Source: an optimization exercise on an open RTL-to-GDS flow (aim: small area). Production flows keep margins and buffers that such runs may drop. Function was checked by simulation only, so behaviour that the tests miss may differ from the original. Power figures rest on the tool's default switching activity, not on a simulated workload.

[flow/constraint.sdc]
create_clock -name core_clock -period 32.0 [get_ports {clk}]
set_input_delay 6.4000 -clock core_clock [delete_from_list [all_inputs] [get_ports {clk}]]
set_output_delay 6.4000 -clock core_clock [all_outputs]
set_load 0.01 [all_outputs]
[flow/run.sh]
#!/bin/bash
# synth_recipe.tcl (not shown) runs the flow's synth.tcl, then flattens the netlist and writes it again
# the make line also repeats each setting of config.mk as NAME=value (left out here)
make -C /OpenROAD-flow-scripts/flow DESIGN_CONFIG=/design/flow/config.mk WORK_HOME=/design/flow/orfs CLKGATE_MAP_FILE= SYNTH_SCRIPT=/design/flow/synth_recipe.tcl finish
[flow/design.v]
package speech_pkg;
   localparam int NSTAGES    = 4;
   localparam int SAMPLE_DIV = 20;    
   localparam int SAMPLE_W   = 14;
   localparam int COEF_W     = 10;
   localparam int COEF_FRAC  = 9;
   localparam int OUT_W      = 10;    
   localparam int DATA_W     = 10;
   localparam int ADDR_W     = 3;
   localparam int LFSR_W     = 13;
   localparam int PROD_W = SAMPLE_W + COEF_W;
   localparam int SUM_W  = PROD_W + 1;
   typedef logic [ADDR_W-1:0] addr_t;
   typedef logic [DATA_W-1:0] data_t;
   localparam addr_t REG_ENERGY = 3'd0;
   localparam addr_t REG_PITCH  = 3'd1;
   localparam addr_t REG_K0     = 3'd2;    
   localparam addr_t REG_CMD    = 3'd6;
   localparam addr_t REG_STATUS = 3'd7;
   localparam logic [LFSR_W-1:0] LFSR_SEED = '1;
   typedef logic signed [SAMPLE_W-1:0] sample_t;
   typedef logic signed [COEF_W-1:0]   coef_t;
   typedef logic [7:0]                 energy_t;
   typedef logic [7:0]                 pitch_t;    
   typedef logic signed [OUT_W-1:0]    out_t;
   typedef struct packed {
      energy_t                  energy;
      pitch_t                   pitch;
      coef_t [NSTAGES-1:0]      k;
   } frame_t;
endpackage
`timescale 1ns/10ps
module host_regs (
   input  logic                clk,
   input  logic                reset,
   input  logic                ws,
   input  logic                rs,
   input  speech_pkg::addr_t   addr,
   input  speech_pkg::data_t   dd,
   input  logic                tick,
   output speech_pkg::data_t   dq,
   output logic                rdy,
   output speech_pkg::frame_t  shadow,
   output logic                talking,
   output logic                restart,
   output logic                load
);
   speech_pkg::data_t  rd_data;
   logic               req_pend;     
   logic               req_start;
   assign restart = tick & req_pend;
   assign load    = restart & req_start;
   always_comb begin
      case (addr)
         3'd0:    rd_data = speech_pkg::data_t'(shadow.energy);
         3'd1:    rd_data = speech_pkg::data_t'(shadow.pitch);
         3'd2:    rd_data = shadow.k[0];
         3'd3:    rd_data = shadow.k[1];
         3'd4:    rd_data = shadow.k[2];
         3'd5:    rd_data = shadow.k[3];
         3'd6:    rd_data = '0;
         default: rd_data = speech_pkg::data_t'(talking);
      endcase
   end
   always_ff @(posedge clk) begin
      if (reset) begin
         shadow    <= '0;
         rdy       <= 1'b0;
         talking   <= 1'b0;
         req_pend  <= 1'b0;
         req_start <= 1'b0;
      end else begin
         rdy <= ws | rs;
         if (ws) begin
            case (addr)
               3'd0: shadow.energy <= dd[7:0];
               3'd1: shadow.pitch  <= dd[7:0];
               3'd2: shadow.k[0]   <= dd;
               3'd3: shadow.k[1]   <= dd;
               3'd4: shadow.k[2]   <= dd;
               3'd5: shadow.k[3]   <= dd;
               default: ;
            endcase
         end
         if (restart) begin
            talking  <= req_start;
            req_pend <= 1'b0;
         end
         if (ws && addr == speech_pkg::REG_CMD) begin    
            req_pend  <= 1'b1;
            req_start <= dd[0];
         end
      end
   end
   always_ff @(posedge clk)
      dq <= rd_data;
endmodule
`timescale 1ns/10ps
module excitation_gen (
   input  logic                clk,
   input  logic                reset,
   input  speech_pkg::energy_t energy,
   input  speech_pkg::pitch_t  pitch,
   input  logic                talking,
   input  logic                restart,
   output logic [2:0]          m5,         
   output logic [1:0]          m4,         
   output logic                tick,
   output speech_pkg::sample_t nexc        
);
   speech_pkg::pitch_t             pulse_cnt;
   logic [speech_pkg::LFSR_W-1:0]  lfsr;
   logic                           pos, neg;
   assign tick = (m5 == 3'd4) & (m4 == 2'd3);
   assign pos = talking & ((pitch == '0) ? lfsr[0] : (pulse_cnt == '0));
   assign neg = talking & (pitch == '0) & ~lfsr[0];
   always_comb begin
      if (pos)
         nexc = {2'b11, ~energy, 4'b1111};
      else if (neg)
         nexc = {10'({2'b00, energy} - 10'd1), 4'b1111};
      else
         nexc = '1;
   end
   always_ff @(posedge clk) begin
      if (reset) begin
         m5        <= '0;
         m4        <= '0;
         pulse_cnt <= '0;
         lfsr      <= speech_pkg::LFSR_SEED;
      end else begin
         m5 <= (m5 == 3'd4) ? 3'd0 : m5 + 3'd1;
         m4 <= m4 + 2'd1;
         if (tick) begin
            if (talking)
               lfsr <= {lfsr[0], lfsr[12:4], lfsr[3] ^ lfsr[12],
                        lfsr[2] ^ lfsr[12], lfsr[1] ^ lfsr[0]};
            if (restart)
               pulse_cnt <= '0;
            else if (talking && pitch != '0)
               pulse_cnt <= (pulse_cnt == '0) ? pitch - 1'b1 : pulse_cnt - 1'b1;
         end
      end
   end
endmodule
`timescale 1ns/10ps
module lattice_stage (
   input  logic                 clk,
   input  logic                 reset,
   input  logic                 f_step,
   input  logic                 b_step,
   input  logic                 first,
   input  logic                 last,
   input  logic                 restart,
   input  logic                 load,
   input  speech_pkg::coef_t [3:0] k_new,
   input  speech_pkg::sample_t  nexc,
   output speech_pkg::sample_t  g_out
);
   speech_pkg::coef_t   [3:0] kr;     
   speech_pkg::sample_t [3:0] br;     
   speech_pkg::sample_t       g;
   logic                      zb;     
   speech_pkg::sample_t       a, x, res;
   logic signed [15:0]        s;
   always_comb begin
      if (b_step) begin
         a = (zb | last) ? '0 : br[1];
         x = g;                       
      end else begin
         a = first ? nexc : g;
         x = zb ? '0 : br[0];
      end
      if (s[15:13] == {3{s[15]}})
         res = s[13:0];
      else
         res = {s[15], {13{~s[15]}}};
   end
   lattice_mac u_mac (
      .inv (b_step),
      .k   (kr[0]),
      .x   (x),
      .a   (a),
      .y   (s)
   );
   always_ff @(posedge clk) begin
      kr <= load ? k_new : {kr[0], kr[3:1]};
      br <= {b_step ? res : br[0], br[3:1]};
      if (f_step)
         g <= res;
      if (reset)
         zb <= 1'b1;
      else if (last)
         zb <= restart;
   end
   assign g_out = g;
endmodule
module lattice_mac (
   input  logic inv,
   input  logic [9:0] k,
   input  logic [13:0] x,
   input  logic [13:0] a,
   output logic [15:0] y
);
   wire bo0 = k[0] ^ 1'b0;
   wire bt0 = (k[1] & ~k[0] & ~1'b0) | (~k[1] & k[0] & 1'b0);
   wire bn0 = k[1];
   wire bs0 = k[1] ^ (inv & (bo0 | bt0));
   wire pp0_0 = (bo0 & (x[0] ^ inv)) ^ bn0;
   wire pp0_1 = ((bo0 & x[1]) | (bt0 & x[0])) ^ bs0;
   wire pp0_2 = ((bo0 & x[2]) | (bt0 & x[1])) ^ bs0;
   wire pp0_3 = ((bo0 & x[3]) | (bt0 & x[2])) ^ bs0;
   wire pp0_4 = ((bo0 & x[4]) | (bt0 & x[3])) ^ bs0;
   wire pp0_5 = ((bo0 & x[5]) | (bt0 & x[4])) ^ bs0;
   wire pp0_6 = ((bo0 & x[6]) | (bt0 & x[5])) ^ bs0;
   wire pp0_7 = ((bo0 & x[7]) | (bt0 & x[6])) ^ bs0;
   wire pp0_8 = ((bo0 & x[8]) | (bt0 & x[7])) ^ bs0;
   wire pp0_9 = ((bo0 & x[9]) | (bt0 & x[8])) ^ bs0;
   wire pp0_10 = ((bo0 & x[10]) | (bt0 & x[9])) ^ bs0;
   wire pp0_11 = ((bo0 & x[11]) | (bt0 & x[10])) ^ bs0;
   wire pp0_12 = ((bo0 & x[12]) | (bt0 & x[11])) ^ bs0;
   wire pp0_13 = ((bo0 & x[13]) | (bt0 & x[12])) ^ bs0;
   wire pp0_14 = ~(((bo0 & x[13]) | (bt0 & x[13])) ^ bs0);
   wire bo1 = k[2] ^ k[1];
   wire bt1 = (k[3] & ~k[2] & ~k[1]) | (~k[3] & k[2] & k[1]);
   wire bn1 = k[3];
   wire bs1 = k[3] ^ (inv & (bo1 | bt1));
   wire pp1_0 = (bo1 & (x[0] ^ inv)) ^ bn1;
   wire pp1_1 = ((bo1 & x[1]) | (bt1 & x[0])) ^ bs1;
   wire pp1_2 = ((bo1 & x[2]) | (bt1 & x[1])) ^ bs1;
   wire pp1_3 = ((bo1 & x[3]) | (bt1 & x[2])) ^ bs1;
   wire pp1_4 = ((bo1 & x[4]) | (bt1 & x[3])) ^ bs1;
   wire pp1_5 = ((bo1 & x[5]) | (bt1 & x[4])) ^ bs1;
   wire pp1_6 = ((bo1 & x[6]) | (bt1 & x[5])) ^ bs1;
   wire pp1_7 = ((bo1 & x[7]) | (bt1 & x[6])) ^ bs1;
   wire pp1_8 = ((bo1 & x[8]) | (bt1 & x[7])) ^ bs1;
   wire pp1_9 = ((bo1 & x[9]) | (bt1 & x[8])) ^ bs1;
   wire pp1_10 = ((bo1 & x[10]) | (bt1 & x[9])) ^ bs1;
   wire pp1_11 = ((bo1 & x[11]) | (bt1 & x[10])) ^ bs1;
   wire pp1_12 = ((bo1 & x[12]) | (bt1 & x[11])) ^ bs1;
   wire pp1_13 = ((bo1 & x[13]) | (bt1 & x[12])) ^ bs1;
   wire pp1_14 = ~(((bo1 & x[13]) | (bt1 & x[13])) ^ bs1);
   wire bo2 = k[4] ^ k[3];
   wire bt2 = (k[5] & ~k[4] & ~k[3]) | (~k[5] & k[4] & k[3]);
   wire bn2 = k[5];
   wire bs2 = k[5] ^ (inv & (bo2 | bt2));
   wire pp2_0 = (bo2 & (x[0] ^ inv)) ^ bn2;
   wire pp2_1 = ((bo2 & x[1]) | (bt2 & x[0])) ^ bs2;
   wire pp2_2 = ((bo2 & x[2]) | (bt2 & x[1])) ^ bs2;
   wire pp2_3 = ((bo2 & x[3]) | (bt2 & x[2])) ^ bs2;
   wire pp2_4 = ((bo2 & x[4]) | (bt2 & x[3])) ^ bs2;
   wire pp2_5 = ((bo2 & x[5]) | (bt2 & x[4])) ^ bs2;
   wire pp2_6 = ((bo2 & x[6]) | (bt2 & x[5])) ^ bs2;
   wire pp2_7 = ((bo2 & x[7]) | (bt2 & x[6])) ^ bs2;
   wire pp2_8 = ((bo2 & x[8]) | (bt2 & x[7])) ^ bs2;
   wire pp2_9 = ((bo2 & x[9]) | (bt2 & x[8])) ^ bs2;
   wire pp2_10 = ((bo2 & x[10]) | (bt2 & x[9])) ^ bs2;
   wire pp2_11 = ((bo2 & x[11]) | (bt2 & x[10])) ^ bs2;
   wire pp2_12 = ((bo2 & x[12]) | (bt2 & x[11])) ^ bs2;
   wire pp2_13 = ((bo2 & x[13]) | (bt2 & x[12])) ^ bs2;
   wire pp2_14 = ~(((bo2 & x[13]) | (bt2 & x[13])) ^ bs2);
   wire bo3 = k[6] ^ k[5];
   wire bt3 = (k[7] & ~k[6] & ~k[5]) | (~k[7] & k[6] & k[5]);
   wire bn3 = k[7];
   wire bs3 = k[7] ^ (inv & (bo3 | bt3));
   wire pp3_0 = (bo3 & (x[0] ^ inv)) ^ bn3;
   wire pp3_1 = ((bo3 & x[1]) | (bt3 & x[0])) ^ bs3;
   wire pp3_2 = ((bo3 & x[2]) | (bt3 & x[1])) ^ bs3;
   wire pp3_3 = ((bo3 & x[3]) | (bt3 & x[2])) ^ bs3;
   wire pp3_4 = ((bo3 & x[4]) | (bt3 & x[3])) ^ bs3;
   wire pp3_5 = ((bo3 & x[5]) | (bt3 & x[4])) ^ bs3;
   wire pp3_6 = ((bo3 & x[6]) | (bt3 & x[5])) ^ bs3;
   wire pp3_7 = ((bo3 & x[7]) | (bt3 & x[6])) ^ bs3;
   wire pp3_8 = ((bo3 & x[8]) | (bt3 & x[7])) ^ bs3;
   wire pp3_9 = ((bo3 & x[9]) | (bt3 & x[8])) ^ bs3;
   wire pp3_10 = ((bo3 & x[10]) | (bt3 & x[9])) ^ bs3;
   wire pp3_11 = ((bo3 & x[11]) | (bt3 & x[10])) ^ bs3;
   wire pp3_12 = ((bo3 & x[12]) | (bt3 & x[11])) ^ bs3;
   wire pp3_13 = ((bo3 & x[13]) | (bt3 & x[12])) ^ bs3;
   wire pp3_14 = ~(((bo3 & x[13]) | (bt3 & x[13])) ^ bs3);
   wire bo4 = k[8] ^ k[7];
   wire bt4 = (k[9] & ~k[8] & ~k[7]) | (~k[9] & k[8] & k[7]);
   wire bn4 = k[9];
   wire bs4 = k[9] ^ (inv & (bo4 | bt4));
   wire pp4_0 = (bo4 & (x[0] ^ inv)) ^ bn4;
   wire pp4_1 = ((bo4 & x[1]) | (bt4 & x[0])) ^ bs4;
   wire pp4_2 = ((bo4 & x[2]) | (bt4 & x[1])) ^ bs4;
   wire pp4_3 = ((bo4 & x[3]) | (bt4 & x[2])) ^ bs4;
   wire pp4_4 = ((bo4 & x[4]) | (bt4 & x[3])) ^ bs4;
   wire pp4_5 = ((bo4 & x[5]) | (bt4 & x[4])) ^ bs4;
   wire pp4_6 = ((bo4 & x[6]) | (bt4 & x[5])) ^ bs4;
   wire pp4_7 = ((bo4 & x[7]) | (bt4 & x[6])) ^ bs4;
   wire pp4_8 = ((bo4 & x[8]) | (bt4 & x[7])) ^ bs4;
   wire pp4_9 = ((bo4 & x[9]) | (bt4 & x[8])) ^ bs4;
   wire pp4_10 = ((bo4 & x[10]) | (bt4 & x[9])) ^ bs4;
   wire pp4_11 = ((bo4 & x[11]) | (bt4 & x[10])) ^ bs4;
   wire pp4_12 = ((bo4 & x[12]) | (bt4 & x[11])) ^ bs4;
   wire pp4_13 = ((bo4 & x[13]) | (bt4 & x[12])) ^ bs4;
   wire pp4_14 = ~(((bo4 & x[13]) | (bt4 & x[13])) ^ bs4);
   wire an = ~a[13];
   wire s1 = pp0_14 ^ pp1_12;
   wire c2 = pp0_14 & pp1_12;
   wire s3 = pp1_13 ^ pp2_11;
   wire c4 = pp1_13 & pp2_11;
   wire s5 = pp0_6 ^ pp1_4;
   wire c6 = pp0_6 & pp1_4;
   wire s7 = pp0_7 ^ pp1_5;
   wire c8 = pp0_7 & pp1_5;
   wire s9 = pp0_8 ^ pp1_6 ^ pp2_4;
   wire c10 = (pp0_8 & pp1_6) | (pp0_8 & pp2_4) | (pp1_6 & pp2_4);
   wire s11 = pp3_2 ^ pp4_0;
   wire c12 = pp3_2 & pp4_0;
   wire s13 = pp0_9 ^ pp1_7 ^ pp2_5;
   wire c14 = (pp0_9 & pp1_7) | (pp0_9 & pp2_5) | (pp1_7 & pp2_5);
   wire s15 = pp3_3 ^ pp4_1 ^ a[0];
   wire c16 = (pp3_3 & pp4_1) | (pp3_3 & a[0]) | (pp4_1 & a[0]);
   wire s17 = pp0_10 ^ pp1_8 ^ pp2_6;
   wire c18 = (pp0_10 & pp1_8) | (pp0_10 & pp2_6) | (pp1_8 & pp2_6);
   wire s19 = pp3_4 ^ pp4_2 ^ a[1];
   wire c20 = (pp3_4 & pp4_2) | (pp3_4 & a[1]) | (pp4_2 & a[1]);
   wire s21 = pp0_11 ^ pp1_9 ^ pp2_7;
   wire c22 = (pp0_11 & pp1_9) | (pp0_11 & pp2_7) | (pp1_9 & pp2_7);
   wire s23 = pp3_5 ^ pp4_3 ^ a[2];
   wire c24 = (pp3_5 & pp4_3) | (pp3_5 & a[2]) | (pp4_3 & a[2]);
   wire s25 = pp0_12 ^ pp1_10 ^ pp2_8;
   wire c26 = (pp0_12 & pp1_10) | (pp0_12 & pp2_8) | (pp1_10 & pp2_8);
   wire s27 = pp3_6 ^ pp4_4 ^ a[3];
   wire c28 = (pp3_6 & pp4_4) | (pp3_6 & a[3]) | (pp4_4 & a[3]);
   wire s29 = pp0_13 ^ pp1_11 ^ pp2_9;
   wire c30 = (pp0_13 & pp1_11) | (pp0_13 & pp2_9) | (pp1_11 & pp2_9);
   wire s31 = pp3_7 ^ pp4_5 ^ a[4];
   wire c32 = (pp3_7 & pp4_5) | (pp3_7 & a[4]) | (pp4_5 & a[4]);
   wire s33 = pp2_10 ^ pp3_8 ^ pp4_6;
   wire c34 = (pp2_10 & pp3_8) | (pp2_10 & pp4_6) | (pp3_8 & pp4_6);
   wire s35 = a[5] ^ 1'b1 ^ s1;
   wire c36 = (a[5] & 1'b1) | (a[5] & s1) | (1'b1 & s1);
   wire s37 = pp3_9 ^ pp4_7 ^ a[6];
   wire c38 = (pp3_9 & pp4_7) | (pp3_9 & a[6]) | (pp4_7 & a[6]);
   wire s39 = 1'b1 ^ c2 ^ s3;
   wire c40 = (1'b1 & c2) | (1'b1 & s3) | (c2 & s3);
   wire s41 = pp1_14 ^ pp2_12 ^ pp3_10;
   wire c42 = (pp1_14 & pp2_12) | (pp1_14 & pp3_10) | (pp2_12 & pp3_10);
   wire s43 = pp4_8 ^ a[7] ^ c4;
   wire c44 = (pp4_8 & a[7]) | (pp4_8 & c4) | (a[7] & c4);
   wire s45 = pp2_13 ^ pp3_11 ^ pp4_9;
   wire c46 = (pp2_13 & pp3_11) | (pp2_13 & pp4_9) | (pp3_11 & pp4_9);
   wire s47 = a[8] ^ 1'b1;
   wire c48 = a[8] & 1'b1;
   wire s49 = pp2_14 ^ pp3_12 ^ pp4_10;
   wire c50 = (pp2_14 & pp3_12) | (pp2_14 & pp4_10) | (pp3_12 & pp4_10);
   wire s51 = pp3_13 ^ pp4_11;
   wire c52 = pp3_13 & pp4_11;
   wire s53 = pp0_4 ^ pp1_2;
   wire c54 = pp0_4 & pp1_2;
   wire s55 = pp0_5 ^ pp1_3;
   wire c56 = pp0_5 & pp1_3;
   wire s57 = pp2_2 ^ pp3_0 ^ bn3;
   wire c58 = (pp2_2 & pp3_0) | (pp2_2 & bn3) | (pp3_0 & bn3);
   wire s59 = pp2_3 ^ pp3_1 ^ c6;
   wire c60 = (pp2_3 & pp3_1) | (pp2_3 & c6) | (pp3_1 & c6);
   wire s61 = bn4 ^ c8 ^ s9;
   wire c62 = (bn4 & c8) | (bn4 & s9) | (c8 & s9);
   wire s63 = c10 ^ c12 ^ s13;
   wire c64 = (c10 & c12) | (c10 & s13) | (c12 & s13);
   wire s65 = c14 ^ c16 ^ s17;
   wire c66 = (c14 & c16) | (c14 & s17) | (c16 & s17);
   wire s67 = c18 ^ c20 ^ s21;
   wire c68 = (c18 & c20) | (c18 & s21) | (c20 & s21);
   wire s69 = c22 ^ c24 ^ s25;
   wire c70 = (c22 & c24) | (c22 & s25) | (c24 & s25);
   wire s71 = c26 ^ c28 ^ s29;
   wire c72 = (c26 & c28) | (c26 & s29) | (c28 & s29);
   wire s73 = c30 ^ c32 ^ s33;
   wire c74 = (c30 & c32) | (c30 & s33) | (c32 & s33);
   wire s75 = c34 ^ c36 ^ s37;
   wire c76 = (c34 & c36) | (c34 & s37) | (c36 & s37);
   wire s77 = c38 ^ c40 ^ s41;
   wire c78 = (c38 & c40) | (c38 & s41) | (c40 & s41);
   wire s79 = c42 ^ c44 ^ s45;
   wire c80 = (c42 & c44) | (c42 & s45) | (c44 & s45);
   wire s81 = a[9] ^ c46 ^ c48;
   wire c82 = (a[9] & c46) | (a[9] & c48) | (c46 & c48);
   wire s83 = a[10] ^ 1'b1 ^ c50;
   wire c84 = (a[10] & 1'b1) | (a[10] & c50) | (1'b1 & c50);
   wire s85 = pp3_14 ^ pp4_12 ^ a[11];
   wire c86 = (pp3_14 & pp4_12) | (pp3_14 & a[11]) | (pp4_12 & a[11]);
   wire s87 = pp4_13 ^ a[12];
   wire c88 = pp4_13 & a[12];
   wire s89 = pp4_14 ^ an;
   wire c90 = pp4_14 & an;
   wire s91 = pp0_2 ^ pp1_0;
   wire c92 = pp0_2 & pp1_0;
   wire s93 = pp0_3 ^ pp1_1;
   wire c94 = pp0_3 & pp1_1;
   wire s95 = pp2_0 ^ bn2 ^ s53;
   wire c96 = (pp2_0 & bn2) | (pp2_0 & s53) | (bn2 & s53);
   wire s97 = pp2_1 ^ c54 ^ s55;
   wire c98 = (pp2_1 & c54) | (pp2_1 & s55) | (c54 & s55);
   wire s99 = s5 ^ c56 ^ s57;
   wire c100 = (s5 & c56) | (s5 & s57) | (c56 & s57);
   wire s101 = s7 ^ c58 ^ s59;
   wire c102 = (s7 & c58) | (s7 & s59) | (c58 & s59);
   wire s103 = s11 ^ c60 ^ s61;
   wire c104 = (s11 & c60) | (s11 & s61) | (c60 & s61);
   wire s105 = s15 ^ c62 ^ s63;
   wire c106 = (s15 & c62) | (s15 & s63) | (c62 & s63);
   wire s107 = s19 ^ c64 ^ s65;
   wire c108 = (s19 & c64) | (s19 & s65) | (c64 & s65);
   wire s109 = s23 ^ c66 ^ s67;
   wire c110 = (s23 & c66) | (s23 & s67) | (c66 & s67);
   wire s111 = s27 ^ c68 ^ s69;
   wire c112 = (s27 & c68) | (s27 & s69) | (c68 & s69);
   wire s113 = s31 ^ c70 ^ s71;
   wire c114 = (s31 & c70) | (s31 & s71) | (c70 & s71);
   wire s115 = s35 ^ c72 ^ s73;
   wire c116 = (s35 & c72) | (s35 & s73) | (c72 & s73);
   wire s117 = s39 ^ c74 ^ s75;
   wire c118 = (s39 & c74) | (s39 & s75) | (c74 & s75);
   wire s119 = s43 ^ c76 ^ s77;
   wire c120 = (s43 & c76) | (s43 & s77) | (c76 & s77);
   wire s121 = s47 ^ c78 ^ s79;
   wire c122 = (s47 & c78) | (s47 & s79) | (c78 & s79);
   wire s123 = s49 ^ c80 ^ s81;
   wire c124 = (s49 & c80) | (s49 & s81) | (c80 & s81);
   wire s125 = s51 ^ c82 ^ s83;
   wire c126 = (s51 & c82) | (s51 & s83) | (c82 & s83);
   wire s127 = c52 ^ c84 ^ s85;
   wire c128 = (c52 & c84) | (c52 & s85) | (c84 & s85);
   wire s129 = 1'b1 ^ c86 ^ s87;
   wire c130 = (1'b1 & c86) | (1'b1 & s87) | (c86 & s87);
   wire s131 = 1'b1 ^ c88 ^ s89;
   wire c132 = (1'b1 & c88) | (1'b1 & s89) | (c88 & s89);
   wire s133 = pp0_0 ^ bn0;
   wire c134 = pp0_0 & bn0;
   wire s135 = pp0_1 ^ c134;
   wire c136 = pp0_1 & c134;
   wire s137 = bn1 ^ s91 ^ c136;
   wire c138 = (bn1 & s91) | (bn1 & c136) | (s91 & c136);
   wire s139 = c92 ^ s93 ^ c138;
   wire c140 = (c92 & s93) | (c92 & c138) | (s93 & c138);
   wire s141 = c94 ^ s95 ^ c140;
   wire c142 = (c94 & s95) | (c94 & c140) | (s95 & c140);
   wire s143 = c96 ^ s97 ^ c142;
   wire c144 = (c96 & s97) | (c96 & c142) | (s97 & c142);
   wire s145 = c98 ^ s99 ^ c144;
   wire c146 = (c98 & s99) | (c98 & c144) | (s99 & c144);
   wire s147 = c100 ^ s101 ^ c146;
   wire c148 = (c100 & s101) | (c100 & c146) | (s101 & c146);
   wire s149 = c102 ^ s103 ^ c148;
   wire c150 = (c102 & s103) | (c102 & c148) | (s103 & c148);
   wire s151 = c104 ^ s105 ^ c150;
   wire c152 = (c104 & s105) | (c104 & c150) | (s105 & c150);
   wire s153 = c106 ^ s107 ^ c152;
   wire c154 = (c106 & s107) | (c106 & c152) | (s107 & c152);
   wire s155 = c108 ^ s109 ^ c154;
   wire c156 = (c108 & s109) | (c108 & c154) | (s109 & c154);
   wire s157 = c110 ^ s111 ^ c156;
   wire c158 = (c110 & s111) | (c110 & c156) | (s111 & c156);
   wire s159 = c112 ^ s113 ^ c158;
   wire c160 = (c112 & s113) | (c112 & c158) | (s113 & c158);
   wire s161 = c114 ^ s115 ^ c160;
   wire c162 = (c114 & s115) | (c114 & c160) | (s115 & c160);
   wire s163 = c116 ^ s117 ^ c162;
   wire c164 = (c116 & s117) | (c116 & c162) | (s117 & c162);
   wire s165 = c118 ^ s119 ^ c164;
   wire c166 = (c118 & s119) | (c118 & c164) | (s119 & c164);
   wire s167 = c120 ^ s121 ^ c166;
   wire c168 = (c120 & s121) | (c120 & c166) | (s121 & c166);
   wire s169 = c122 ^ s123 ^ c168;
   wire c170 = (c122 & s123) | (c122 & c168) | (s123 & c168);
   wire s171 = c124 ^ s125 ^ c170;
   wire c172 = (c124 & s125) | (c124 & c170) | (s125 & c170);
   wire s173 = c126 ^ s127 ^ c172;
   wire c174 = (c126 & s127) | (c126 & c172) | (s127 & c172);
   wire s175 = c128 ^ s129 ^ c174;
   wire c176 = (c128 & s129) | (c128 & c174) | (s129 & c174);
   wire s177 = c130 ^ s131 ^ c176;
   wire c178 = (c130 & s131) | (c130 & c176) | (s131 & c176);
   wire s179 = c90 ^ c132 ^ c178;
   wire c180 = (c90 & c132) | (c90 & c178) | (c132 & c178);
   wire s181 = 1'b1 ^ c180;
   wire c182 = 1'b1 & c180;
   assign y = {s181, s179, s177, s175, s173, s171, s169, s167, s165, s163, s161, s159, s157, s155, s153, s151};
endmodule
`timescale 1ns/10ps
module sample_out (
   input  logic                clk,
   input  logic                reset,
   input  logic                talking,
   input  logic                tick,
   output logic                sample_valid
);
   always_ff @(posedge clk) begin
      if (reset)
         sample_valid <= 1'b0;
      else
         sample_valid <= tick & talking;
   end
endmodule
`timescale 1ns/10ps
module speech_synth (
   input  logic               clk,
   input  logic               reset,
   input  logic               ws,
   input  logic               rs,
   input  speech_pkg::addr_t  addr,
   input  speech_pkg::data_t  dd,
   output speech_pkg::data_t  dq,
   output logic               rdy,
   output speech_pkg::out_t   dac_out,
   output logic               sample_valid
);
   speech_pkg::frame_t  shadow;
   speech_pkg::energy_t energy;    
   speech_pkg::pitch_t  pitch;
   logic                talking;
   logic                restart;
   logic                load;
   logic                tick;
   logic [2:0]          m5;
   logic [1:0]          m4;
   speech_pkg::sample_t nexc;
   speech_pkg::sample_t g3;
   host_regs u_host_regs (
      .clk     (clk),
      .reset   (reset),
      .ws      (ws),
      .rs      (rs),
      .addr    (addr),
      .dd      (dd),
      .tick    (tick),
      .dq      (dq),
      .rdy     (rdy),
      .shadow  (shadow),
      .talking (talking),
      .restart (restart),
      .load    (load)
   );
   always_ff @(posedge clk)
      if (load) begin
         energy <= shadow.energy;
         pitch  <= shadow.pitch;
      end
   excitation_gen u_excitation_gen (
      .clk     (clk),
      .reset   (reset),
      .energy  (energy),
      .pitch   (pitch),
      .talking (talking),
      .restart (restart),
      .m5      (m5),
      .m4      (m4),
      .tick    (tick),
      .nexc    (nexc)
   );
   lattice_stage u_lattice (
      .clk     (clk),
      .reset   (reset),
      .f_step  (m5 == 3'd0),
      .b_step  (m5 == 3'd4),
      .first   ((m5 == 3'd0) & (m4 == 2'd0)),
      .last    (tick),
      .restart (restart),
      .load    (load),
      .k_new   (shadow.k),
      .nexc    (nexc),
      .g_out   (g3)
   );
   assign dac_out = ~g3[13:4];
   sample_out u_sample_out (
      .clk          (clk),
      .reset        (reset),
      .talking      (talking),
      .tick         (tick),
      .sample_valid (sample_valid)
   );
endmodule
[flow/config.mk]
export PLATFORM = sky130hd
export DESIGN_NAME = speech_synth
export DESIGN_NICKNAME = speech_synth
export VERILOG_FILES = /design/flow/design.v
export SDC_FILE = /design/flow/constraint.sdc
export NUM_CORES = 4
export LEC_CHECK = 0
export ABC_AREA = 1
export CAP_MARGIN = 20
export CORE_MARGIN = 2
export CORE_UTILIZATION = 40
export CTS_BUF_LIST = sky130_fd_sc_hd__clkbuf_4
export CTS_CLUSTER_SIZE = 30
export SLEW_MARGIN = 20
==> flow_summary.json, run 1 <==
{
  "cts_resized": 0,
  "status": "complete, no violations",
  "cts_hold_buffers": 0,
  "area_delta_synth_final_pct": 11.8,
  "hold_depth": 0,
  "synth_ff_type": "dfxtp_1",
  "cp-start-kind": "flip-flop",
  "synthDistinctLibCells": 46,
  "avgSynthCellArea_um2": 8.59,
  "crit_path_end_kind": "flip-flop",
  "cts_root_buf": "clkbuf_4",
  "dp_hpwl_um": 21000,
  "cp_slowest_cell": "xor2_2",
  "synth_warnings": 5,
  "num_rows": 62,
  "reg2regPathDepth": 39,
  "h-tree-depth": 2,
  "tightestPinTransition_ns": 0.953,
  "grtUsageTotal": 0.196,
  "worstSkewPairLatency_ns": 0.70,
  "critPathLaunch": "u_excitation_gen.m5[0]",
  "regToRegEndpoint": "u_lattice.g[5]",
  "totalPowerFinal_mw": 0.826,
  "leakage_nw": 5.42,
  "required_ns": 32.36,
  "drive_gt1_frac": 0.108,
  "synth-edff-count": 30,
  "via_count": 9143,
  "hold_violations": 0,
  "synthCells": 1353,
  "critical_path_class": "reg2reg",
  "crit_top_cell": "fa_1",
  "wirelength_um": 29300,
  "syn_area_um2": 11600,
  "clock_skew_ns": 0.0571,
  "cts_tree": "yes",
  "core_um2": 28600,
  "grt_overflow": 0,
  "rsz0062_at_grt": "false",
  "ios": 39,
  "grt_max_degree": 67,
  "fmax_mhz": 85.5,
  "post_cts_buffers": 0,
  "worst_ep_arrival_time_ns": 12.06,
  "antenna_found_initial": 1,
  "fin_tns_setup_ns": 0,
  "async_flop_share": 0,
  "drt_iter0_drc": 633,
  "setup.worst_path.end": "u_lattice.g[5]",
  "chipWidth_um": 174,
  "ir_drop_mv": 0.0602,
  "vias_per_cell": 4.99,
  "min_period_ns": 11.70,
  "r2r_slack_ns": 20.30,
  "min-delay-path-class": "reg2reg",
  "die_h_um": 174,
  "clk_path_buf_depth": 3,
  "cts_sinks": 224,
  "start_util": 0.406,
  "port_buffers": 38,
  "p_per_area_nw_per_um2": 63.6,
  "synth_nets": 1454,
  "yosysSeqAreaShare": 0.412,
  "whs_ns": 0.324,
  "final_nets": 1507,
  "clkTransAtPathRegs_ns": 0.07,
  "wl_per_cell_um": 16.0,
  "grt_pass1_wl_um": 47500,
  "cts_buffers": 57,
  "slowest_delay_ns": 0.77,
  "post-route-period-util": 0.366,
  "slew_violations": 0,
  "cap_violations": 0,
  "dieArea_um2": 30400,
  "rr_startpoint": "u_excitation_gen.m5[0]",
  "drc_errors": 0,
  "maxSlewHeadroom": 0.364,
  "ys_seq_elements": 224,
  "drtPass1Iterations": 5,
  "gp_congestion": 0.852,
  "antenna_left": 0,
  "grt_pass1_vias": 9134,
  "critPathMaxFanout": 37,
  "setup_viol": 0
}
## Yosys cell counts, types with 4 or more instances
cell type    n  share of area
o22ai_1     66          0.036
nand3_1     41          0.018
o2111ai_1    6         0.0045
o21ai_0    116          0.050
xnor2_1     33          0.025
o21ai_1     18         0.0078
xor2_1      42          0.032
nor2_1     102          0.033
clkbuf_1    33          0.011
a21oi_2      5         0.0038
nor3_1       4         0.0017
o21ai_2      5         0.0038
fa_1        61           0.11
a221oi_1     6         0.0045
inv_1      172          0.056
inv_2       11         0.0036
dfxtp_1    194           0.33
buf_2        7         0.0030
o21ai_4      4         0.0056
buf_6        6         0.0058
a21oi_4      6         0.0084
a22oi_1      5         0.0032
nand2_1    242          0.078
edfxtp_1    30          0.078
a21oi_1     70          0.030
nor2_2       7         0.0038
buf_4        4         0.0026
ha_1        23          0.025
## final cells by class
type / instances / area (um^2)
diodes: 1 / 2.50
clock buffers: 85 / 638
clock inverters: 14 / 66.3
fillers: 2872 / 15600
inverters: 186 / 704
multi-input cells: 891 / 5870
flip-flops and latches: 224 / 4780
well taps: 384 / 480
repair buffers: 46 / 440
## power breakdown
group	leakage [nW]	internal [mW]	total, mW	switching, mW
clock network	0.413	0.121	0.235	0.115
logic	3.15	0.0826	0.224	0.142
registers	1.86	0.343	0.366	0.0224
total	5.42	0.547	0.826	0.279
## metal layers
metal  vias to the layer above  share of wire  track usage
li1                       4539              -            -
met1                      4334           0.47        0.262
met2                       222           0.47        0.326
met3                        48          0.041       0.0304
met4                         0          0.020       0.0627
met5                         -              0            0
## flip-flops by register name, indices dropped and copies added (netlist names), 2 cells and up
register	count
u_lattice.g	14
u_host_regs.dq	10
u_excitation_gen.m4	2
u_excitation_gen.lfsr	13
pitch	8
u_host_regs.shadow	56
u_excitation_gen.pulse_cnt	8
u_excitation_gen.m5	3
u_lattice.br	56
energy	8
u_lattice.kr	40
## worst min path at each step
stage / startpoint / to / slack, ns
2_1_floorplan: u_lattice.br[28] / u_lattice.br[14] / 0.31
3_3_place_gp: u_lattice.br[28] / u_lattice.br[14] / 0.31
3_5_place_dp: u_lattice.br[32] / u_lattice.br[18] / 0.31
4_1_cts: u_lattice.br[51] / u_lattice.br[37] / 0.31
5_1_grt: u_lattice.br[36] / u_lattice.br[22] / 0.33
6_report: u_lattice.br[29] / u_lattice.br[15] / 0.32
## metrics by stage
step                      worst slack (ns)  std cells  utilization  area, um^2
after global placement               20.46       1731        0.429       12300
after detailed placement             20.27       1731        0.429       12300
after floorplan                      21.98       1353            -       11600
after CTS                            20.27       1830        0.453       13000
after global routing                 19.54       1831        0.454       13000
final                                20.30       1831        0.454       13000
## critical path: cells and delay by family (launching register included)
kind | cells | cell delay (ns)
AOI/OAI and AO/OA | 5 | 0.58
xor gates and xnor gates | 2 | 0.96
adders and majority gates | 19 | 7.35
buffers and inverters | 8 | 1.23
DFF | 1 | 0.32
and+or+nand+nor | 5 | 0.94
## cells by family after synthesis
kind of cell | after synthesis | share of synthesized area
simple gates | 411 | 0.144
flops | 224 | 0.412
xor+xnor | 80 | 0.0665
buf+inv | 238 | 0.0834
fa+ha+maj | 84 | 0.130
compound gates | 316 | 0.164
## cells in the final DEF (no fill, tap or decap), types with 41 or more instances in the layout
| cell type | Yosys | routed |
|---|---|---|
| nor2_1 | 102 | 102 |
| nand3_1 | 41 | 41 |
| clkbuf_4 | 0 | 85 |
| o21ai_0 | 116 | 116 |
| inv_1 | 172 | 172 |
| fa_1 | 61 | 61 |
| a21oi_1 | 70 | 70 |
| nand2_1 | 242 | 241 |
| dfxtp_1 | 194 | 194 |
| o22ai_1 | 66 | 66 |
| xor2_1 | 42 | 42 |
==> run 2: changes to the inputs <==
--- a/flow/config.mk
+++ b/flow/config.mk
@@ -11,4 +11,2 @@
 export CORE_UTILIZATION = 40
-export CTS_BUF_LIST = sky130_fd_sc_hd__clkbuf_4
-export CTS_CLUSTER_SIZE = 30
 export SLEW_MARGIN = 20
==> run 2 against run 1 <==
Net effect: via count is 1.3% lower; highest routed layer unchanged; worst hold slack better by 0.0016 ns; critical endpoint is now u_lattice.g[6]; maximum frequency is 0.10% lower.
==> flow_summary.json, run 2 <==
{
  "synth_commonest_cells": "242 x nand2_1, 194 x dfxtp_1, 172 x inv_1, 116 x o21ai_0, 102 x nor2_1",
  "highest_layer": "met4",
  "diodes": 0,
  "cts_resized": 0,
  "wl_per_cell_um": 16.4,
  "dp_hpwl_um": 21000,
  "required_ns": 32.21,
  "synthCells": 1353,
  "async_flop_share": 0,
  "regToRegEndpoint": "u_lattice.g[6]",
  "yosysMostFrequentCell": "nand2_1",
  "die_h_um": 174,
  "cp-start-kind": "flip-flop",
  "grt_max_degree": 67,
  "synth_nets": 1454,
  "drc_errors": 0,
  "cts_sinks": 224,
  "worst_ep_arrival_time_ns": 11.92,
  "synth_warnings": 5,
  "cts_tree": "yes",
  "p_per_area_nw_per_um2": 66.8,
  "cts_root_buf": "clkbuf_16",
  "reg2regPathDepth": 39,
  "start_util": 0.406,
  "worst_hold_startpoint": "u_lattice.br[44]",
  "final_nets": 1474,
  "drtPass1Iterations": 5,
  "top_regs": "u_host_regs.shadow: 56 flops, u_lattice.br: 56 flops, u_lattice.kr: 40 flops",
  "syn_area_um2": 11600,
  "maxSlewHeadroom": 0.375,
  "worstSkewPairLatency_ns": 0.53,
  "slew_violations": 0,
  "ir_drop_mv": 0.0590,
  "clock_skew_ns": 0.0245,
  "post_cts_buffers": 0,
  "synth_area_leaders": "dfxtp_1 33%, fa_1 11%, nand2_1 7.8%, edfxtp_1 7.8%, inv_1 5.6%",
  "synthDistinctLibCells": 46,
  "grtUsageTotal": 0.194,
  "grt_pass1_wl_um": 47300,
  "hold_depth": 0,
  "cap_violations": 0,
  "avgSynthCellArea_um2": 8.59,
  "num_rows": 62,
  "crit_path_end_kind": "flip-flop",
  "vias_per_cell": 5.09,
  "clk_path_buf_depth": 3,
  "rsz0062_at_grt": "false",
  "port_buffers": 38,
  "wl_met1_um": 13200,
  "crit_top_cell": "fa_1",
  "place_ws_ns": 20.27,
  "tightestPinTransition_ns": 0.936,
  "dieArea_um2": 30400,
  "h-tree-depth": 1,
  "chipWidth_um": 174,
  "drive_gt1_frac": 0.0748,
  "fmax_mhz": 85.4,
  "clkTransAtPathRegs_ns": 0.06,
  "synth-edff-count": 30,
  "synth_top_area_frac": 0.334,
  "hold_violations": 0,
  "r2r_slack_ns": 20.29,
  "slowest_delay_ns": 0.76,
  "met3_length_um": 1510,
  "setup_viol": 0,
  "grt_pass1_vias": 8904,
  "fin_tns_setup_ns": 0,
  "antenna_found_initial": 0,
  "totalPowerFinal_mw": 0.875,
  "gp_congestion": 0.852,
  "post-route-period-util": 0.366,
  "cts_buffers": 24,
  "drt_iter0_drc": 618,
  "antenna_left": 0,
  "rr_startpoint": "u_excitation_gen.m5[0]",
  "wirelength_um": 29100,
  "grt_overflow": 0,
  "via_count": 9028,
  "ios": 39,
  "min-delay-path-class": "reg2reg",
  "final_cell_mix": "241 x nand2_1, 194 x dfxtp_1, 172 x inv_1, 116 x o21ai_0, 102 x nor2_1",
  "layout_commonest_cell": "nand2_1",
  "min_period_ns": 11.71,
  "status": "complete, no violations",
  "yosysTopAreaCell": "dfxtp_1",
  "fillers": 2817,
  "area_delta_synth_final_pct": 12.7,
  "min_to": "u_lattice.br[30]",
  "yosysSeqAreaShare": 0.412,
  "cp_slowest_cell": "xor2_2",
  "cts_hold_buffers": 0,
  "ys_seq_elements": 224,
  "wl_met2_um": 13600,
  "leakage_nw": 5.41,
  "critical_path_class": "reg2reg",
  "fin_ws_ns": 20.29,
  "critPathMaxFanout": 37,
  "synth_ff_type": "dfxtp_1",
  "core_um2": 28600
}
-- run 2: cells by family after synthesis --
logic type      share of synthesized area
fa+ha+maj                           0.130
compound gates                      0.164
xor+xnor                           0.0665
buf+inv                            0.0834
simple gates                        0.144
flops                               0.412
-- run 2: worst max path at each step --
stage | startpoint | end
after floorplan | u_excitation_gen.m5[0] | u_lattice.g[10]
after CTS | u_excitation_gen.m5[0] | u_lattice.g[4]
after global routing | u_excitation_gen.m5[0] | u_lattice.g[12]
after global placement | u_excitation_gen.m5[0] | u_lattice.g[12]
after detailed placement | u_excitation_gen.m5[0] | u_lattice.g[10]
final | u_excitation_gen.m5[0] | u_lattice.g[6]
-- run 2: worst max-delay path: cells and delay by family (launching register included) --
kind | cells | cell delay (ns)
buf+inv | 8 | 1.24
simple gates | 5 | 0.91
flops | 1 | 0.32
compound gates | 5 | 0.60
fa+ha+maj | 19 | 7.33
xor+xnor | 2 | 0.95
-- run 2: power breakdown --
| group | switching [mW] | leakage [nW] | total (mW) | internal (mW) |
|---|---|---|---|---|
| sequential | 0.0226 | 1.86 | 0.366 | 0.343 |
| combinational | 0.141 | 3.15 | 0.223 | 0.0823 |
| clock | 0.113 | 0.404 | 0.285 | 0.172 |
-- run 2: area by class of cell --
class	instances	area, um^2	share of cell area
Clock inverter	10	141	0.0108
Clock buffer	33	674	0.0515
Inverter	186	704	0.0538
Multi-Input combinational cell	891	5870	0.448
Sequential cell	224	4780	0.365
Timing Repair Buffer	46	440	0.0336
Tap cell	384	480	0.0367
-- run 2: through the flow --
| stage | cell area, um^2 | instances | hold slack (ns) | utilization |
|---|---|---|---|---|
| 2_1_floorplan | 11600 | 1353 | 0.310 | - |
| 3_3_place_gp | 12300 | 1731 | 0.310 | 0.429 |
| 3_5_place_dp | 12300 | 1731 | 0.312 | 0.429 |
| 4_1_cts | 13100 | 1774 | 0.326 | 0.457 |
| 5_1_grt | 13100 | 1774 | 0.329 | 0.457 |
| 6_report | 13100 | 1774 | 0.325 | 0.457 |
-- run 2: metal layers --
layer,vias up,GRT usage
li1,4451,-
met1,4288,0.267
met2,247,0.323
met3,42,0.0217
met4,0,0.0592
met5,-,0
==> run 3: changes to the inputs <==
--- a/flow/config.mk
+++ b/flow/config.mk
@@ -10,3 +10,5 @@
 export CORE_MARGIN = 2
-export CORE_UTILIZATION = 40
+export CORE_UTILIZATION = 60
+export CTS_BUF_LIST = sky130_fd_sc_hd__clkbuf_8
+export PLACE_DENSITY = 0.7
 export SLEW_MARGIN = 20
==> run 3 against run 2 <==
Net effect: still clean; synthesized cell count is the same; final cell count is 5.9% lower; first-iteration DRC count grew 12%.
==> flow_summary.json, run 3 <==
{
  "rsz0062_at_grt": "false",
  "synthCells": 1353,
  "p_sw_mw": 0.283,
  "synthMuxAreaShare": 0,
  "wirelength_um": 29100,
  "cts_buffers": 38,
  "ios": 39,
  "fin_ws_ns": 20.55,
  "grt_pass1_wl_um": 46700,
  "power_frac_seq": 0.431,
  "grt_max_degree": 66,
  "async_flop_share": 0,
  "min_period_ns": 11.45,
  "wl_per_cell_um": 17.4,
  "synth_compound_area_frac": 0.164,
  "clock_skew_ns": 0.0247,
  "start_util": 0.617,
  "fmax_mhz": 87.3,
  "synth_commonest_cells": "242 x nand2_1, 194 x dfxtp_1, 172 x inv_1, 116 x o21ai_0, 102 x nor2_1",
  "regArea_um2": 4780,
  "p_int_mw": 0.568,
  "synthDistinctLibCells": 46,
  "post-route-period-util": 0.358,
  "syn_area_um2": 11600,
  "synth_area_leaders": "dfxtp_1 33%, fa_1 11%, nand2_1 7.8%, edfxtp_1 7.8%, inv_1 5.6%",
  "finalNonFillerCells": 1670,
  "setup_viol": 0,
  "synth_warnings": 5,
  "top_regs": "u_host_regs.shadow: 56 flops, u_lattice.br: 56 flops, u_lattice.kr: 40 flops",
  "synth-edff-count": 30,
  "post_cts_buffers": 0,
  "final_nets": 1489,
  "slowest_delay_ns": 0.65,
  "gp_congestion": 0.925,
  "final_cell_mix": "241 x nand2_1, 194 x dfxtp_1, 183 x inv_1, 116 x o21ai_0, 102 x nor2_1",
  "drive_gt1_frac": 0.0837,
  "synth_top_family_by_area": "compound AO/OA/AOI/OAI gates",
  "fin_tns_setup_ns": 0,
  "avgSynthCellArea_um2": 8.59,
  "vias_per_cell": 5.56,
  "drtPass1Iterations": 5,
  "cts_tree": "yes",
  "h-tree-depth": 2,
  "layout_commonest_cell": "nand2_1",
  "cts_resized": 0,
  "multi_input_area_um2": 5870,
  "tightestPinTransition_ns": 1.06,
  "port_buffers": 38,
  "ys_seq_elements": 224,
  "pwr-share-comb": 0.264,
  "antenna_found_initial": 0,
  "fillers": 1565,
  "dp_hpwl_um": 21000,
  "grt_overflow": 0,
  "yosysMostFrequentCell": "nand2_1",
  "cts_hold_buffers": 0,
  "min-delay-path-class": "reg2reg",
  "dp.cells": 1608,
  "synth_nets": 1454,
  "maxSlewHeadroom": 0.286,
  "crit_path_end_kind": "flip-flop",
  "antenna_left": 0,
  "yosysTopAreaCell": "dfxtp_1",
  "grt_pass1_vias": 9051,
  "ir_drop_mv": 0.0598,
  "core_um2": 18800,
  "p_sw_frac": 0.332,
  "yosysSeqAreaShare": 0.412,
  "synth_top_area_frac": 0.334,
  "synth_xor_area_frac": 0.0665,
  "whs_ns": 0.325,
  "worst_ep_arrival_time_ns": 11.69,
  "drc_errors": 0,
  "leakage_nw": 5.44,
  "synthAdderAreaFrac": 0.130,
  "p_per_area_nw_per_um2": 66.0,
  "cp_slowest_cell": "inv_4",
  "crit_top_cell": "fa_1",
  "die_h_um": 143,
  "dieArea_um2": 20500,
  "critical_path_class": "reg2reg",
  "required_ns": 32.25,
  "synth_ff_type": "dfxtp_1",
  "num_rows": 50,
  "totalPowerFinal_mw": 0.851,
  "p_clk_frac": 0.305,
  "worstSkewPairLatency_ns": 0.56,
  "worst_hold_startpoint": "u_lattice.br[33]",
  "cts_root_buf": "clkbuf_8",
  "cts_sinks": 224,
  "place_ws_ns": 20.54,
  "synthSimpleGateAreaFrac": 0.144,
  "critPathMaxFanout": 37,
  "diodes": 0,
  "clk_path_buf_depth": 3,
  "area_delta_synth_final_pct": 11.0,
  "critPathLaunch": "u_excitation_gen.m5[0]",
  "chipWidth_um": 143,
  "status": "complete, no violations",
  "drt_iter0_drc": 693,
  "hold_violations": 0,
  "rr_startpoint": "u_excitation_gen.m5[0]",
  "clkTransAtPathRegs_ns": 0.06,
  "via_count": 9293,
  "grtUsageTotal": 0.294,
  "cp-start-kind": "flip-flop",
  "slew_violations": 0,
  "cap_violations": 0
}
## run 3: changes by cell type in the layout (fill, tap and decap cells not counted), moves of 2 or more
cell       change
clkbuf_8      +40
clkbuf_1       -5
clkinv_2       -2
inv_1         +11
clkbuf_16     -24
## run 3: cell type report
cell class,count,share of cell area
Multi-Input combinational cell,891,0.455
Tap cell,260,0.0252
Clock inverter,18,0.0120
Clock buffer,44,0.0470
Timing Repair Buffer,47,0.0348
Inverter,186,0.0547
Sequential cell,224,0.371
## run 3: worst max-delay path, delay by kind of cell, from the launching register on
| family | cells | cell delay [ns] |
|---|---|---|
| buffers and inverters | 8 | 1.24 |
| adder cells (fa/ha/maj) | 19 | 7.26 |
| flip-flops | 1 | 0.32 |
| XOR/XNOR | 2 | 0.78 |
| AND/OR/NAND/NOR | 5 | 0.92 |
| AO/OA/AOI/OAI | 5 | 0.58 |
## run 3: through the flow
step	cell area, um^2	utilization
after CTS	12900	0.684
final	12900	0.684
after global routing	12900	0.684
after global placement	12100	0.644
after floorplan	11600	-
after detailed placement	12100	0.644
## run 3: kinds of logic (layout without fill, tap and decap cells)
family | after synthesis | count (layout)
adders and majority gates | 84 | 84
and+or+nand+nor | 411 | 411
DFF | 224 | 224
AOI/OAI and AO/OA | 316 | 316
xor gates and xnor gates | 80 | 80
buffers and inverters | 238 | 295
## run 3: path summary, 6_finish.rpt
kind / to / slack (ns) / cells past startpoint
hold / removal: u_lattice.br[19] / 0.32 / 0
setup / recovery: u_lattice.g[7] / 20.55 / 39
hold reg to reg: u_lattice.br[19] / 0.32 / 0
setup reg to reg: u_lattice.g[7] / 20.55 / 39
## run 3: layer usage
layer	part of all wire	wire, um	GRT usage
met1	0.43	12500	0.384
met2	0.47	13600	0.489
met3	0.073	2130	0.0463
met4	0.034	996	0.119
met5	0	0	0
## run 3: power by group through the flow
stage,combinational (mW),sequential [mW],clock [mW]
floorplan,0.149,0.362,0
global placement,0.215,0.371,0
detailed placement,0.225,0.371,0
CTS,0.224,0.366,0.264
global route,0.254,0.370,0.277
finish,0.225,0.367,0.260
==> run 4: changes to the inputs <==
--- a/flow/config.mk
+++ b/flow/config.mk
@@ -10,5 +10,6 @@
 export CORE_MARGIN = 2
-export CORE_UTILIZATION = 60
-export CTS_BUF_LIST = sky130_fd_sc_hd__clkbuf_8
-export PLACE_DENSITY = 0.7
+export CORE_UTILIZATION = 40
+export CTS_BUF_LIST = sky130_fd_sc_hd__clkbuf_16
+export CTS_CLUSTER_DIAMETER = 80
+export CTS_CLUSTER_SIZE = 30
 export SLEW_MARGIN = 20
==> run 4 against run 3 <==
Net effect: combinational power hardly changed; clock power decreased by 33%; cell area down 1.7%; first-iteration DRC count increased by 7.2%; critical path type unchanged; global-route usage is 10 points lower; core utilization fell by 24 points; power fell by 11%; highest routed layer unchanged; worst setup slack got worse by 0.19 ns; count of clock-buffer cells in the layout down 31; non-clock buffer count is 1 lower; sequential power hardly changed.
==> flow_summary.json, run 4 <==
{
  "grt_overflow": 0,
  "drc_errors": 0,
  "clk_path_buf_depth": 3,
  "cts_sinks": 224,
  "dieArea_um2": 30400,
  "required_ns": 32.19,
  "setup_viol": 0,
  "diodes": 0,
  "hold_violations": 0,
  "synth_ff_type": "dfxtp_1",
  "highest_layer": "met4",
  "wirelength_um": 28600,
  "p_per_area_nw_per_um2": 60.1,
  "grt_pass1_wl_um": 46300,
  "drive_gt1_frac": 0.0614,
  "antenna_found_initial": 0,
  "avgSynthCellArea_um2": 8.59,
  "vias_per_cell": 5.06,
  "ios": 39,
  "place_ws_ns": 20.27,
  "die_h_um": 174,
  "rsz0062_at_grt": "false",
  "core_um2": 28600,
  "cts_hold_buffers": 0,
  "tightestPinTransition_ns": 0.934,
  "wl_met2_um": 13400,
  "r2r_slack_ns": 20.36,
  "post_cts_buffers": 0,
  "clock_skew_ns": 0.0209,
  "synth_warnings": 5,
  "status": "complete, no violations",
  "drtPass1Iterations": 5,
  "h-tree-depth": 1,
  "reg2regPathDepth": 39,
  "chipWidth_um": 174,
  "cap_violations": 0,
  "synth_commonest_cells": "242 x nand2_1, 194 x dfxtp_1, 172 x inv_1, 116 x o21ai_0, 102 x nor2_1",
  "yosysTopAreaCell": "dfxtp_1",
  "dp_hpwl_um": 21000,
  "cts_tree": "yes",
  "fin_tns_setup_ns": 0,
  "syn_area_um2": 11600,
  "worstSkewPairLatency_ns": 0.49,
  "crit_path_end_kind": "flip-flop",
  "clkTransAtPathRegs_ns": 0.11,
  "top_regs": "u_host_regs.shadow: 56 flops, u_lattice.br: 56 flops, u_lattice.kr: 40 flops",
  "synth-edff-count": 30,
  "wl_met1_um": 13500,
  "yosysSeqAreaShare": 0.412,
  "maxSlewHeadroom": 0.377,
  "fin_ws_ns": 20.36,
  "wl_per_cell_um": 16.3,
  "synth_nets": 1454,
  "fmax_mhz": 85.9,
  "grtUsageTotal": 0.191,
  "cts_root_buf": "clkbuf_16",
  "min-delay-path-class": "reg2reg",
  "final_cell_mix": "241 x nand2_1, 194 x dfxtp_1, 173 x inv_1, 116 x o21ai_0, 102 x nor2_1",
  "slew_violations": 0,
  "final_nets": 1462,
  "met3_length_um": 1080,
  "grt_pass1_vias": 8644,
  "ys_seq_elements": 224,
  "synthDistinctLibCells": 46,
  "via_count": 8868,
  "start_util": 0.406,
  "hold_depth": 0,
  "synthCells": 1353,
  "yosysMostFrequentCell": "nand2_1",
  "synth_top_area_frac": 0.334,
  "drt_iter0_drc": 743,
  "post-route-period-util": 0.364,
  "num_rows": 62,
  "synth_area_leaders": "dfxtp_1 33%, fa_1 11%, nand2_1 7.8%, edfxtp_1 7.8%, inv_1 5.6%",
  "worst_ep_arrival_time_ns": 11.83,
  "cts_resized": 0,
  "async_flop_share": 0,
  "critical_path_class": "reg2reg",
  "layout_commonest_cell": "nand2_1",
  "port_buffers": 38,
  "cp-start-kind": "flip-flop",
  "cp_slowest_cell": "xor2_2",
  "gp_congestion": 0.852,
  "cts_buffers": 12,
  "critPathMaxFanout": 37,
  "min_period_ns": 11.64,
  "area_delta_synth_final_pct": 9.04,
  "ir_drop_mv": 0.0548,
  "grt_max_degree": 67,
  "leakage_nw": 5.20,
  "crit_top_cell": "fa_1",
  "slowest_delay_ns": 0.76,
  "antenna_left": 0
}
-- run 4: cell counts after synthesis --
Identical to the previous run, type by type.
-- run 4: final timing paths --
path                                from               end
hold reg to reg         u_lattice.br[31]  u_lattice.br[17]
setup reg to reg  u_excitation_gen.m5[0]    u_lattice.g[4]
setup / recovery  u_excitation_gen.m5[0]    u_lattice.g[4]
hold / removal          u_lattice.br[31]  u_lattice.br[17]
-- run 4: metrics by stage --
stage / hold slack [ns] / total power [mW] / instance area [um^2] / utilization / cells
after floorplan: 0.310 / 0.511 / 11600 / - / 1353
after detailed placement: 0.312 / 0.592 / 12300 / 0.429 / 1731
after CTS: 0.333 / 0.765 / 12700 / 0.442 / 1751
after global placement: 0.310 / 0.589 / 12300 / 0.429 / 1731
final: 0.333 / 0.761 / 12700 / 0.442 / 1751
after global routing: 0.343 / 0.816 / 12700 / 0.442 / 1751
-- run 4: power by group --
group	switching, mW	total [mW]	internal, mW
Combinational	0.140	0.222	0.0823
Clock	0.0964	0.174	0.0773
Sequential	0.0224	0.365	0.343
Total	0.259	0.761	0.503
-- run 4: layout make-up --
class                   instances  area [um^2]
clock buffers                  13          325
well taps                     384          480
clock inverters                 7         65.1
fillers                      2846        16000
multi-input cells             891         5870
repair buffers                 46          440
inverters                     186          704
flip-flops and latches        224         4780
-- run 4: cells by family (layout without fill, tap and decap cells) --
kind of cell             Yosys count  after routing  share of synthesized area
adder cells (fa/ha/maj)           84             84                      0.130
AO/OA/AOI/OAI                    316            316                      0.164
XOR/XNOR                          80             80                     0.0665
buffers and inverters            238            252                     0.0834
flip-flops                       224            224                      0.412
AND/OR/NAND/NOR                  411            411                      0.144
-- run 4: layer usage --
metal  GRT usage  vias to the layer above
met5           0                        -
met4      0.0497                        0
met3      0.0190                       34
met2       0.318                      191
met1       0.265                     4233
li1            -                     4410
-- run 4: critical path: cells and delay by family, from the launching register on --
family          cells  cell delay (ns)
fa+ha+maj          19             7.35
buf+inv             8             1.23
xor+xnor            2             0.95
simple gates        5             0.89
compound gates      5             0.57
flops               1             0.34
==> run 5: changes to the inputs <==
==> flow/flow/run.sh (new file) <==
#!/bin/bash
set -euo pipefail
W=$PWD
rm -rf "$W/scripts_area"
cp -r "$FLOW_HOME/scripts" "$W/scripts_area"
cp "$W/flow/abc_area.script" "$W/scripts_area/abc_area.script"
V=("SCRIPTS_DIR=$W/scripts_area" "BUFFER_PORTS_ARGS=-buffer_cell sky130_fd_sc_hd__buf_1")
for step in synth floorplan place cts route finish; do
  bash standard.sh "${V[@]}" "$step" > "$W/flow_$step.log" 2>&1
done
test -f "$W/out/final.def"
==> flow/flow/abc_area.script (new file) <==
strash
dch
amap
topo
stime -c
==> flow/standard.sh (new file) <==
#!/bin/bash
# synth_recipe.tcl (not shown) runs the flow's synth.tcl, then flattens the netlist and writes it again
# the make line also repeats each setting of config.mk as NAME=value (left out here)
make -C /OpenROAD-flow-scripts/flow DESIGN_CONFIG=/design/flow/config.mk WORK_HOME=/design/flow/orfs CLKGATE_MAP_FILE= SYNTH_SCRIPT=/design/flow/synth_recipe.tcl "${@:-finish}"
removed: flow/run.sh
==> run 5 against run 4 <==
Net effect: via count down 0.32%; critical path depth up 1; sequential cell count unchanged; worst setup slack worse by 0.50 ns; critical endpoint is now u_lattice.br[42]; core utilization up 0.80 points; non-clock buffer count up 21; worst hold slack worse by 0.022 ns; largest power group unchanged; maximum frequency down 4.1%; die area down 6.8%; area after synthesis down 6.9%; combinational power down 7%.
==> flow_summary.json, run 5 <==
{
  "cts_sinks": 224,
  "grt_pass1_vias": 8398,
  "via_count": 8840,
  "wl_per_cell_um": 16.9,
  "maxSlewHeadroom": 0.299,
  "whs_ns": 0.311,
  "synth_warnings": 5,
  "yosysTopAreaCell": "dfxtp_1",
  "rsz0062_at_grt": "false",
  "avgSynthCellArea_um2": 8.85,
  "async_flop_share": 0,
  "final_util": 0.450,
  "min_period_ns": 12.14,
  "start_util": 0.404,
  "worstSkewPairLatency_ns": 0.50,
  "grtUsageTotal": 0.199,
  "ys_seq_elements": 224,
  "cp-start-kind": "flip-flop",
  "dp.cells": 1629,
  "slew_violations": 0,
  "crit_top_cell": "fa_1",
  "layout_commonest_cell": "clkinv_1",
  "clkTransAtPathRegs_ns": 0.11,
  "syn_area_um2": 10800,
  "regToRegEndpoint": "u_lattice.br[42]",
  "synth_top_area_frac": 0.359,
  "clk_path_buf_depth": 3,
  "hold_violations": 0,
  "rr_startpoint": "u_excitation_gen.m5[0]",
  "hold_depth": 0,
  "drc_errors": 0,
  "cp_slowest_cell": "a32oi_1",
  "worst_ep_arrival_time_ns": 12.51,
  "synthCells": 1221,
  "diodes": 0,
  "drive_gt1_frac": 0.0389,
  "yosysSeqAreaShare": 0.443,
  "h-tree-depth": 1,
  "post-route-period-util": 0.380,
  "grt_overflow": 0,
  "slowest_delay_ns": 0.68,
  "core_um2": 26700,
  "leakage_nw": 4.25,
  "fin_tns_setup_ns": 0,
  "yosysMostFrequentCell": "clkinv_1",
  "grt_max_degree": 73,
  "post_cts_buffers": 0,
  "synth_nets": 1322,
  "p_per_area_nw_per_um2": 63.6,
  "crit_path_end_kind": "flip-flop",
  "r2r_slack_ns": 19.86,
  "cts_tree": "yes",
  "cts_buffers": 13,
  "synth_ff_type": "dfxtp_1",
  "num_rows": 60,
  "cap_violations": 0,
  "dieArea_um2": 28400,
  "synthDistinctLibCells": 39,
  "required_ns": 32.37,
  "synth_commonest_cells": "203 x clkinv_1, 194 x dfxtp_1, 182 x o21ai_0, 111 x nor2_1, 100 x nand2_1",
  "ir_drop_mv": 0.0583,
  "port_buffers": 38,
  "wirelength_um": 27800,
  "finalNonFillerCells": 1651,
  "chipWidth_um": 168,
  "drtPass1Iterations": 6,
  "final_cell_mix": "203 x clkinv_1, 194 x dfxtp_1, 182 x o21ai_0, 111 x nor2_1, 99 x nand2_1",
  "reg2regPathDepth": 40,
  "cts_root_buf": "clkbuf_16",
  "setup.worst_path.end": "u_lattice.br[42]",
  "final_nets": 1404,
  "clock_skew_ns": 0.0355,
  "top_regs": "u_host_regs.shadow: 56 flops, u_lattice.br: 56 flops, u_lattice.kr: 40 flops",
  "min-delay-path-class": "reg2reg",
  "die_h_um": 168,
  "fmax_mhz": 82.3,
  "cts_hold_buffers": 0,
  "antenna_left": 0,
  "tightestPinTransition_ns": 1.04,
  "ios": 39,
  "critPathMaxFanout": 37,
  "grt_pass1_wl_um": 45400,
  "antenna_found_initial": 0,
  "synth_area_leaders": "dfxtp_1 36%, fa_1 11%, o21ai_0 8.4%, edfxtp_1 8.3%, clkinv_1 7.0%",
  "critical_path_class": "reg2reg",
  "vias_per_cell": 5.35,
  "setup_viol": 0,
  "area_delta_synth_final_pct": 11.4,
  "drt_iter0_drc": 704,
  "gp_congestion": 0.877,
  "status": "complete, no violations",
  "dp_hpwl_um": 20100,
  "critPathLaunch": "u_excitation_gen.m5[0]",
  "synth-edff-count": 30,
  "cts_resized": 0
}
-- run 5: changes by cell type after synthesis, moves of 18 or more --
cell,delta
xor2_1,-41
o21ai_1,-18
clkbuf_1,-33
nand2_1,-142
a21oi_1,+26
o21ai_0,+66
nand3_1,-31
clkinv_1,+203
o22ai_1,+32
xnor2_1,-33
inv_1,-172
-- run 5: worst min-delay path by stage --
| stage | startpoint | endpoint | slack, ns |
|---|---|---|---|
| 3_3_place_gp | u_lattice.br[31] | u_lattice.br[17] | 0.31 |
| 4_1_cts | u_lattice.br[42] | u_lattice.br[28] | 0.31 |
| 6_report | u_lattice.br[42] | u_lattice.br[28] | 0.31 |
| 5_1_grt | u_lattice.br[42] | u_lattice.br[28] | 0.33 |
| 2_1_floorplan | u_lattice.br[28] | u_lattice.br[14] | 0.31 |
| 3_5_place_dp | u_lattice.br[35] | u_lattice.br[21] | 0.31 |
-- run 5: power breakdown --
part | switching, mW | internal, mW | total [mW]
registers | 0.0255 | 0.351 | 0.376
clock network | 0.103 | 0.0813 | 0.184
logic | 0.132 | 0.0742 | 0.206
total | 0.260 | 0.506 | 0.766
-- run 5: layout make-up --
class / count / area, um^2
Tap cell: 341 / 427
Multi-Input combinational cell: 794 / 5270
Timing Repair Buffer: 67 / 360
Clock buffer: 13 / 325
Fill cell: 2661 / 14700
Inverter: 203 / 762
Clock inverter: 9 / 106
Sequential cell: 224 / 4780
-- run 5: layer usage --
metal / vias up / wire (um) / part of all wire / global-route usage
li1: 4472 / - / - / -
met1: 4149 / 12900 / 0.46 / 0.272
met2: 185 / 13000 / 0.47 / 0.333
met3: 34 / 1220 / 0.044 / 0.0226
met4: 0 / 700 / 0.025 / 0.0588
met5: - / 0 / 0 / 0
-- run 5: through the flow --
stage	area (um^2)	worst slack [ns]	power (mW)
after floorplan	10800	19.52	0.515
after global placement	11600	20.06	0.584
after detailed placement	11600	19.86	0.590
after CTS	12000	19.80	0.775
after global routing	12000	19.01	0.827
final	12000	19.86	0.766
-- run 5: logic make-up (layout without fill, tap and decap cells) --
kind of cell | Yosys count | count (layout) | share of synthesized area
AO/OA/AOI/OAI | 465 | 465 | 0.256
AND/OR/NAND/NOR | 244 | 244 | 0.0902
flip-flops | 224 | 224 | 0.443
buffers and inverters | 203 | 292 | 0.0705
adder cells (fa/ha/maj) | 84 | 84 | 0.140
XOR/XNOR | 1 | 1 | 0.000810
-- run 5: critical path, delay by kind of cell, from the launching register on --
family                     cells  cell delay (ns)
adders and majority gates     19             7.27
DFF                            1             0.37
AOI/OAI and AO/OA              8             2.02
and+or+nand+nor                4             0.63
buffers and inverters          9             1.71

-- separate check: timing with driven ports --
In the flow no input, the clock included, has a driving cell. The finished layouts below were timed again as built, in two steps.
Step 1: set_driving_cell puts a clkbuf_16 on clk and a buf_2 on each other input, an assumption about the parent block.
Step 2 times the ports against the registers' clock, not the clock port: input delays grow and output delays shrink by t, the midpoint of the rising clock arrivals with the driver on.
Slacks: ideal / step 1 / step 2; pairs: ideal / step 1.
| run | shift t [ns] | setup slack, ns | worst hold slack (ns) |
|---|---|---|---|
| run 1 | 0.720 | 20.302 / 20.302 / 20.302 | 0.324 / 0.324 / 0.324 |
| run 2 | 0.566 | 20.290 / 20.290 / 20.290 | 0.325 / 0.325 / 0.325 |
| run 3 | 0.589 | 20.551 / 20.551 / 20.551 | 0.325 / 0.325 / 0.325 |
| run 4 | 0.530 | 20.357 / 20.357 / 20.357 | 0.333 / 0.333 / 0.333 |
| run 5 | 0.533 | 19.855 / 19.855 / 19.855 | 0.311 / 0.311 / 0.311 |
After both steps every run listed still meets setup and hold.
